What follows belongs to an exercise in optimizing a design on an open flow for small area, a short achievable clock period and few clock cycles; a production flow would make more cautious choices.
Where RTL was checked, it was by simulation tests only, not by an equivalence proof against the original.

==> trial 94 <==
Design voxel_file_stream_parser, start of the top module:
module voxel_file_stream_parser (
  input  logic               clk,
  input  logic               rst,
  input  logic               data_valid,
  output logic               data_stall,
  input  logic [7:0]         data_byte,
  input  logic               start_of_file,
  output logic               event_valid,
  input  logic               event_stall,
  output logic [2:0]         event_kind,
  output logic [7:0]         voxel_x,
  output logic [7:0]         voxel_y,
  output logic [7:0]         voxel_z,
  output logic [7:0]         material,
  output logic signed [31:0] size_x,
  output logic signed [31:0] size_y,
  output logic signed [31:0] size_z,
  output logic signed [31:0] file_version,
  output logic [15:0]        model_number,
  output logic               last_voxel
);
==> flow/config.mk <==
export PLATFORM = sky130hd
export DESIGN_NAME = voxel_file_stream_parser
export DESIGN_NICKNAME = voxel_file_stream_parser
export VERILOG_FILES = /design/flow/design.v
export SDC_FILE = /design/flow/constraint.sdc
export NUM_CORES = 4
export LEC_CHECK = 0
export ABC_CLOCK_PERIOD_IN_PS = 2200
export CAP_MARGIN = 20
export CORE_MARGIN = 2
export CORE_UTILIZATION = 40
export CTS_BUF_LIST = sky130_fd_sc_hd__clkbuf_4 sky130_fd_sc_hd__clkbuf_8
export SETUP_SLACK_MARGIN = 2.6
export SLEW_MARGIN = 20
==> flow/constraint.sdc <==
create_clock -name core_clock -period 5.0 [get_ports {clk}]
set_input_delay 1.0000 -clock core_clock [delete_from_list [all_inputs] [get_ports {clk}]]
set_output_delay 1.0000 -clock core_clock [all_outputs]
set_load 0.01 [all_outputs]
standard.sh (not shown) runs the stock make flow with config.mk's settings and CLKGATE_MAP_FILE= SYNTH_SCRIPT=/design/flow/synth_recipe.tcl, a recipe that flattens the netlist after the stock synthesis.
==> flow/flow/run.sh <==
#!/bin/bash
# Standard ORFS layout (the standard.sh), with two changes: the port
# buffers are the smallest buffer cell, and clock tree synthesis adds no
# dummy loads at the clock tree leaves.
set -euo pipefail
export BUFFER_PORTS_ARGS="-buffer_cell sky130_fd_sc_hd__buf_1"
export CTS_ARGS="-sink_clustering_enable -repair_clock_nets -dont_use_dummy_load -buf_list {sky130_fd_sc_hd__clkbuf_4 sky130_fd_sc_hd__clkbuf_8}"
bash standard.sh finish > standard_make.log 2>&1
==> trial 29: changes against trial 94 <==
--- a/flow/design.v
+++ b/flow/design.v
@@ -58,26 +58,26 @@
   logic        wsel;       
   logic        vlast;      
   logic [31:0] ra, rb, rc;  
   logic [31:0] ml;         
   logic        ml_unset;   
-  logic        mpend;      
-  logic        mact;
+  logic        mact;       
+  logic [1:0]  mstep;
   logic        bw;         
   logic [15:0] mc;
   logic        mc_inc_p, mc_clr_p;
   logic        bad_p;      
   logic [2:0]  kind;
-  logic        last;
+  logic        last, sel_va, sel_vb, sel_dx, sel_dy, sel_dz, sel_h, sel_o;
   logic        stall_q;
   logic        take, tk, tks, free, ev_take;
   logic [7:0]  b, bu;
   logic        p0, p3, p11, byte_zero, cnt_zero, ml_last;
   logic        magic_ok, magic0_ok;
   logic [7:0]  magic_ch;
-  assign data_stall = stall_q || bad_p;
-  assign take    = data_valid && !data_stall;
+  assign data_stall = stall_q;
+  assign take    = data_valid && !stall_q;
   assign tk      = take && !start_of_file;    
   assign tks     = take && start_of_file;     
   assign ev_take = event_valid && !event_stall;
   assign free    = !event_valid || !event_stall;
   assign b   = data_byte;
@@ -85,11 +85,11 @@
   assign p0  = (pos == 4'd0);
   assign p3  = (pos == 4'd3);
   assign p11 = (pos == 4'd11);
   assign byte_zero = (b == 8'd0);
   assign cnt_zero  = b[7] || (flag && b[6:0] == 7'd0);
-  assign ml_last   = ml_unset || (ml[30:0] == 31'h7ffffffe);
+  assign ml_last   = ml_unset || (ml[30:0] == 31'd1);
   always_comb begin
     case (pos[1:0])
       2'd0:    magic_ch = 8'h56;
       2'd1:    magic_ch = 8'h4f;
       2'd2:    magic_ch = 8'h58;
@@ -263,22 +263,21 @@
         end
         default: ;
       endcase
     end
   end
-  assign mact = tk && mpend && phase[3:2] == 2'b10 && pos[3:2] == 2'd0;
-  assign dsrc = mpend ? ml[7:0] : rc[7:0];
-  assign bin  = p0 || bw;
-  assign dec8 = dsrc + {7'd0, bin};
-  assign dbus = (mact || dec_c) ? dec8 : ~b;
+  assign dsrc = mact ? ml[7:0] : rc[7:0];
+  assign bin  = mact ? (mstep == 2'd0 || bw) : (p0 || bw);
+  assign dec8 = dsrc - {7'd0, bin};
+  assign dbus = (mact || dec_c) ? dec8 : b;
   always_ff @(posedge clk) begin
-    if (sh_a) ra <= {~b, ra[31:8]};
-    if (sh_b) rb <= {~b, rb[31:8]};
+    if (sh_a) ra <= {b, ra[31:8]};
+    if (sh_b) rb <= {b, rb[31:8]};
     if (sh_c || dec_c) rc <= {dbus, rc[31:8]};
     if (sh_m || mact) ml <= {dbus, ml[31:8]};
-    if (mact || dec_c) bw <= bin && (dsrc == 8'hff);
-    if (dec_c && p0) vlast <= (rc[30:0] == 31'h7ffffffe);
+    if (mact || dec_c) bw <= bin && (dsrc == 8'd0);
+    if (dec_c && p0) vlast <= (rc[30:0] == 31'd1);
     if (tk) begin
       flag <= n_flag;
       if (phase[3:2] == 2'b10 && p0) ck_s <= (bu == 8'h53);
       if (phase == PH_VOXELS && p3) wsel <= !wsel;
     end
@@ -286,16 +285,22 @@
   always_ff @(posedge clk) begin
     if (rst) begin
       phase    <= PH_MAGIC;
       pos      <= 4'd0;
       ml_unset <= 1'b1;
-      mpend    <= 1'b0;
+      mact     <= 1'b0;
+      mstep    <= 2'd0;
     end else begin
       phase    <= ph_next;
       pos      <= pos_next;
-      if (tk && n_finish && !ml_last) mpend <= 1'b1;
-      else if (tks || (mact && p3)) mpend <= 1'b0;
+      if (tk && n_finish && !ml_last) begin
+        mact  <= 1'b1;
+        mstep <= 2'd0;
+      end else if (mact) begin
+        mact  <= (mstep != 2'd3);
+        mstep <= mstep + 2'd1;
+      end
       if (tks) ml_unset <= 1'b1;
       else if (tk && phase == PH_PACK && p3) ml_unset <= 1'b0;
     end
   end
   always_ff @(posedge clk) begin
@@ -312,37 +317,35 @@
       mc_inc_p <= (tk && n_finish) || (mc_inc_p && !free && !mc_clr_p && !tks);
     end
   end
   logic ev_load, ev_load_bad, ev_valid_next, bad_p_next;
   assign ev_load_bad = bad_p && free;
-  assign ev_load     = tk && n_emit && phase != PH_MAGIC;
-  assign bad_p_next  = !rst && (bad_p ? !free : (emit && emit_magic));
+  assign ev_load     = !bad_p && emit && !(emit_magic && !free);
+  assign bad_p_next  = !rst && (bad_p ? !free : (emit && emit_magic && !free));
   assign ev_valid_next = !rst && (ev_load_bad || ev_load || (event_valid && event_stall));
-  logic ld_dim, ld_va, ld_vb, ld_h, ld_o;
-  assign ld_dim = tk && phase == PH_DIMS && p11;
-  assign ld_va  = tk && phase == PH_VOXELS && p3 && !wsel;
-  assign ld_vb  = tk && phase == PH_VOXELS && p3 && wsel;
-  assign ld_h   = tk && phase == PH_VERSION && p3;
-  assign ld_o   = ev_load_bad;
-  logic nsel_va, nsel_vb, nsel_dx, nsel_dy, nsel_dz, nsel_h, nsel_o;
-  always_ff @(posedge clk) begin
-    nsel_va <= rst || (!ld_va  && (nsel_va || ev_take));
-    nsel_vb <= rst || (!ld_vb  && (nsel_vb || ev_take));
-    nsel_h  <= rst || (!ld_h   && (nsel_h  || ev_take));
-    nsel_o  <= rst || (!ld_o   && (nsel_o  || ev_take));
-    nsel_dx <= rst || (!ld_dim && (nsel_dx || ev_take));
-    nsel_dy <= rst || (!ld_dim && (nsel_dy || !event_stall));
-    nsel_dz <= rst || (!ld_dim && (nsel_dz || !event_valid || !event_stall));
-  end
   always_ff @(posedge clk) begin
     event_valid <= ev_valid_next;
     bad_p       <= bad_p_next;
     if (ev_load_bad || ev_load) begin
-      kind <= ev_load_bad ? vfsp_pkg::EV_BAD_HEADER : n_kind;
-      last <= !ev_load_bad && phase == PH_VOXELS && vlast;
+      kind   <= ev_load_bad ? vfsp_pkg::EV_BAD_HEADER : emit_kind;
+      last   <= !ev_load_bad && emit_kind == vfsp_pkg::EV_VOXEL && vlast;
+      sel_va <= !ev_load_bad && emit_kind == vfsp_pkg::EV_VOXEL && !wsel;
+      sel_vb <= !ev_load_bad && emit_kind == vfsp_pkg::EV_VOXEL && wsel;
+      sel_dx <= !ev_load_bad && emit_kind == vfsp_pkg::EV_DIMENSIONS;
+      sel_h  <= !ev_load_bad && !emit_magic &&
+                (emit_kind == vfsp_pkg::EV_HEADER_OK || emit_kind == vfsp_pkg::EV_BAD_HEADER);
+      sel_o  <= ev_load_bad || emit_magic;
     end
   end
+  always_ff @(posedge clk) begin
+    if (rst) sel_dy <= 1'b0;
+    else if (ev_load_bad || ev_load) sel_dy <= !ev_load_bad && emit_kind == vfsp_pkg::EV_DIMENSIONS;
+  end
+  always_ff @(posedge clk) begin
+    if (ev_load_bad || ev_load) sel_dz <= !ev_load_bad && emit_kind == vfsp_pkg::EV_DIMENSIONS;
+    else if (ev_take) sel_dz <= 1'b0;
+  end
   logic kd, k123, r_now, r_tk, risk_keep;
   assign kd   = !kind[2];
   assign k123 = !kind[2] && kind[1:0] != 2'd0;
   always_comb begin
     r_now = 1'b0;
@@ -380,18 +383,18 @@
       default: ;
     endcase
   end
   assign risk_keep = take ? (!start_of_file && r_tk) : r_now;
   always_ff @(posedge clk) begin
-    stall_q <= !rst && event_valid && event_stall && risk_keep;
+    stall_q <= bad_p_next || (!rst && event_valid && event_stall && risk_keep);
   end
   assign event_kind   = kind;
-  assign {material, voxel_z, voxel_y, voxel_x} = ~((ra | {32{nsel_va}}) & (rb | {32{nsel_vb}}));
-  assign size_x       = ~(ra | {32{nsel_dx}});
-  assign size_y       = ~(rb | {32{nsel_dy}});
-  assign size_z       = ~(rc | {32{nsel_dz}});
-  assign file_version = ~((ra | {32{nsel_h}}) & {32{nsel_o}});
+  assign {material, voxel_z, voxel_y, voxel_x} = (ra & {32{sel_va}}) | (rb & {32{sel_vb}});
+  assign size_x       = ra & {32{sel_dx}};
+  assign size_y       = rb & {32{sel_dy}};
+  assign size_z       = rc & {32{sel_dz}};
+  assign file_version = (ra & {32{sel_h}}) | {32{sel_o}};
   assign model_number = mc;
   assign last_voxel   = last;
 endmodule
 module voxel_file_stream_parser (
   input  logic               clk,
==> flow/flow/run.sh (replaced) <==
#!/bin/bash
# Standard ORFS layout, with the port buffers made from the smallest buffer cell.
set -euo pipefail
export BUFFER_PORTS_ARGS="-buffer_cell sky130_fd_sc_hd__buf_1"
bash standard.sh finish > standard_make.log 2>&1
- CTS_BUF_LIST: sky130_fd_sc_hd__clkbuf_4 sky130_fd_sc_hd__clkbuf_8 -> not set
==> trial 8: changes against trial 94 <==
--- a/flow/design.v
+++ b/flow/design.v
@@ -108,15 +108,13 @@
     n_emit   = 1'b0;
     n_kind   = vfsp_pkg::EV_VOXEL;
     n_finish = 1'b0;
     case (phase)
       PH_MAGIC: begin
-        if (!magic_ok) begin
-          n_ph   = PH_DONE;
-          n_emit = 1'b1;
-          n_kind = vfsp_pkg::EV_BAD_HEADER;
-        end else if (p3) begin
+        n_emit = !magic_ok;
+        n_kind = vfsp_pkg::EV_BAD_HEADER;
+        if (p3) begin
           n_ph  = PH_VERSION;
           n_pos = 4'd0;
         end
       end
       PH_VERSION: begin
@@ -225,12 +223,12 @@
       emit       = 1'b0;
       finish     = 1'b0;
       emit_kind  = n_kind;
       emit_magic = 1'b0;
     end else if (start_of_file) begin
-      ph_next    = magic0_ok ? PH_MAGIC : PH_DONE;
-      pos_next   = magic0_ok ? 4'd1 : 4'd0;
+      ph_next    = PH_MAGIC;
+      pos_next   = 4'd1;
       emit       = !magic0_ok;
       finish     = 1'b0;
       emit_kind  = vfsp_pkg::EV_BAD_HEADER;
       emit_magic = 1'b1;
     end else begin
@@ -288,12 +286,12 @@
       phase    <= PH_MAGIC;
       pos      <= 4'd0;
       ml_unset <= 1'b1;
       mpend    <= 1'b0;
     end else begin
-      phase    <= ph_next;
-      pos      <= pos_next;
+      phase    <= bad_p ? PH_DONE : ph_next;
+      pos      <= bad_p ? 4'd0 : pos_next;
       if (tk && n_finish && !ml_last) mpend <= 1'b1;
       else if (tks || (mact && p3)) mpend <= 1'b0;
       if (tks) ml_unset <= 1'b1;
       else if (tk && phase == PH_PACK && p3) ml_unset <= 1'b0;
     end
- SETUP_SLACK_MARGIN: 2.6 -> 2.5
==> impl_metrics.ini <==
[power_and_ir_drop]
seq-power_uw = 1590
switchingPower_uw = 564
pg_clk_uw = 728
p_int_uw = 1920

[floorplanning]
die_w_um = 147
rows = 52

[status]
outcome = timing/DRC/antenna clean

[worst_setup_path]
cp_top_family = compound AO/OA/AOI/OAI gates
path_max_fanout = 7

[cells_and_area]
multi_input_area_um2 = 3120
design_area_um2 = 9530

[synthesis]
synthXorXnorAreaFrac_pct = 2.36
the above is filed under trial 8

==> impl_metrics.ini <==
[status]
outcome = timing/DRC/antenna clean

[power_and_ir_drop]
switchingPower_uw = 759
p_int_uw = 2070
seq-power_uw = 1690
pg_clk_uw = 725

[synthesis]
synthXorXnorAreaFrac_pct = 2.09

[floorplanning]
rows = 52

[worst_setup_path]
cp_top_family = flip-flops
path_max_fanout = 4

[cells_and_area]
design_area_um2 = 9970
multi_input_area_um2 = 3370
the above is filed under trial 94

==> impl_metrics.ini <==
[status]
outcome = timing/DRC/antenna clean

[power_and_ir_drop]
p_int_uw = 2640
seq-power_uw = 1730
switchingPower_uw = 1200

[cells_and_area]
design_area_um2 = 11000

[synthesis]
synthXorXnorAreaFrac_pct = 2.96

[floorplanning]
rows = 54
the above is filed under trial 29

Testbench counts of trial 29, summed over its fixed seeds: cycles 16,095.
Testbench counts of trial 8, summed over its fixed seeds: cycles 16,095.
The RTL of trial 94 was laid out without a check of its function.

==> afterwards: timing with drivers on the ports <==
The flow's constraints put no driver on any port. The routed layouts listed below were extracted and timed again, unchanged, in two steps. Step 1 assumes that a clkbuf_16 drives the clock port and a buf_2 every other input. Step 2 moves the port delays by t, midway between the first and last clock arrival at a register: inputs arrive t later, outputs are due t later. That takes back most of the time a late clock gives input paths. Three values: ideal, step 1, step 2; two values: the first two.
| run | t (ns) | setup slack, ns | hold WS [ns] | worst slew at a driven data input, ns | pins driven straight from the clock port |
|---|---|---|---|---|---|
| trial 94 | 0.476 | 2.613 / 2.571 / 2.212 | 0.438 / 0.438 / 0.438 | 0.04 | 1 |
| trial 29 | 0.477 | 2.528 / 2.483 / 2.188 | 0.447 / 0.447 / 0.447 | 0.04 | 1 |
| trial 8 | 0.489 | 2.524 / 2.531 / 2.050 | 0.427 / 0.427 / 0.427 | 0.03 | 1 |
After both steps every run listed still meets setup and hold. For trial 8, which loses most, drivers alone change the setup slack by +0.007 ns; drivers and shift together by -0.474 ns.
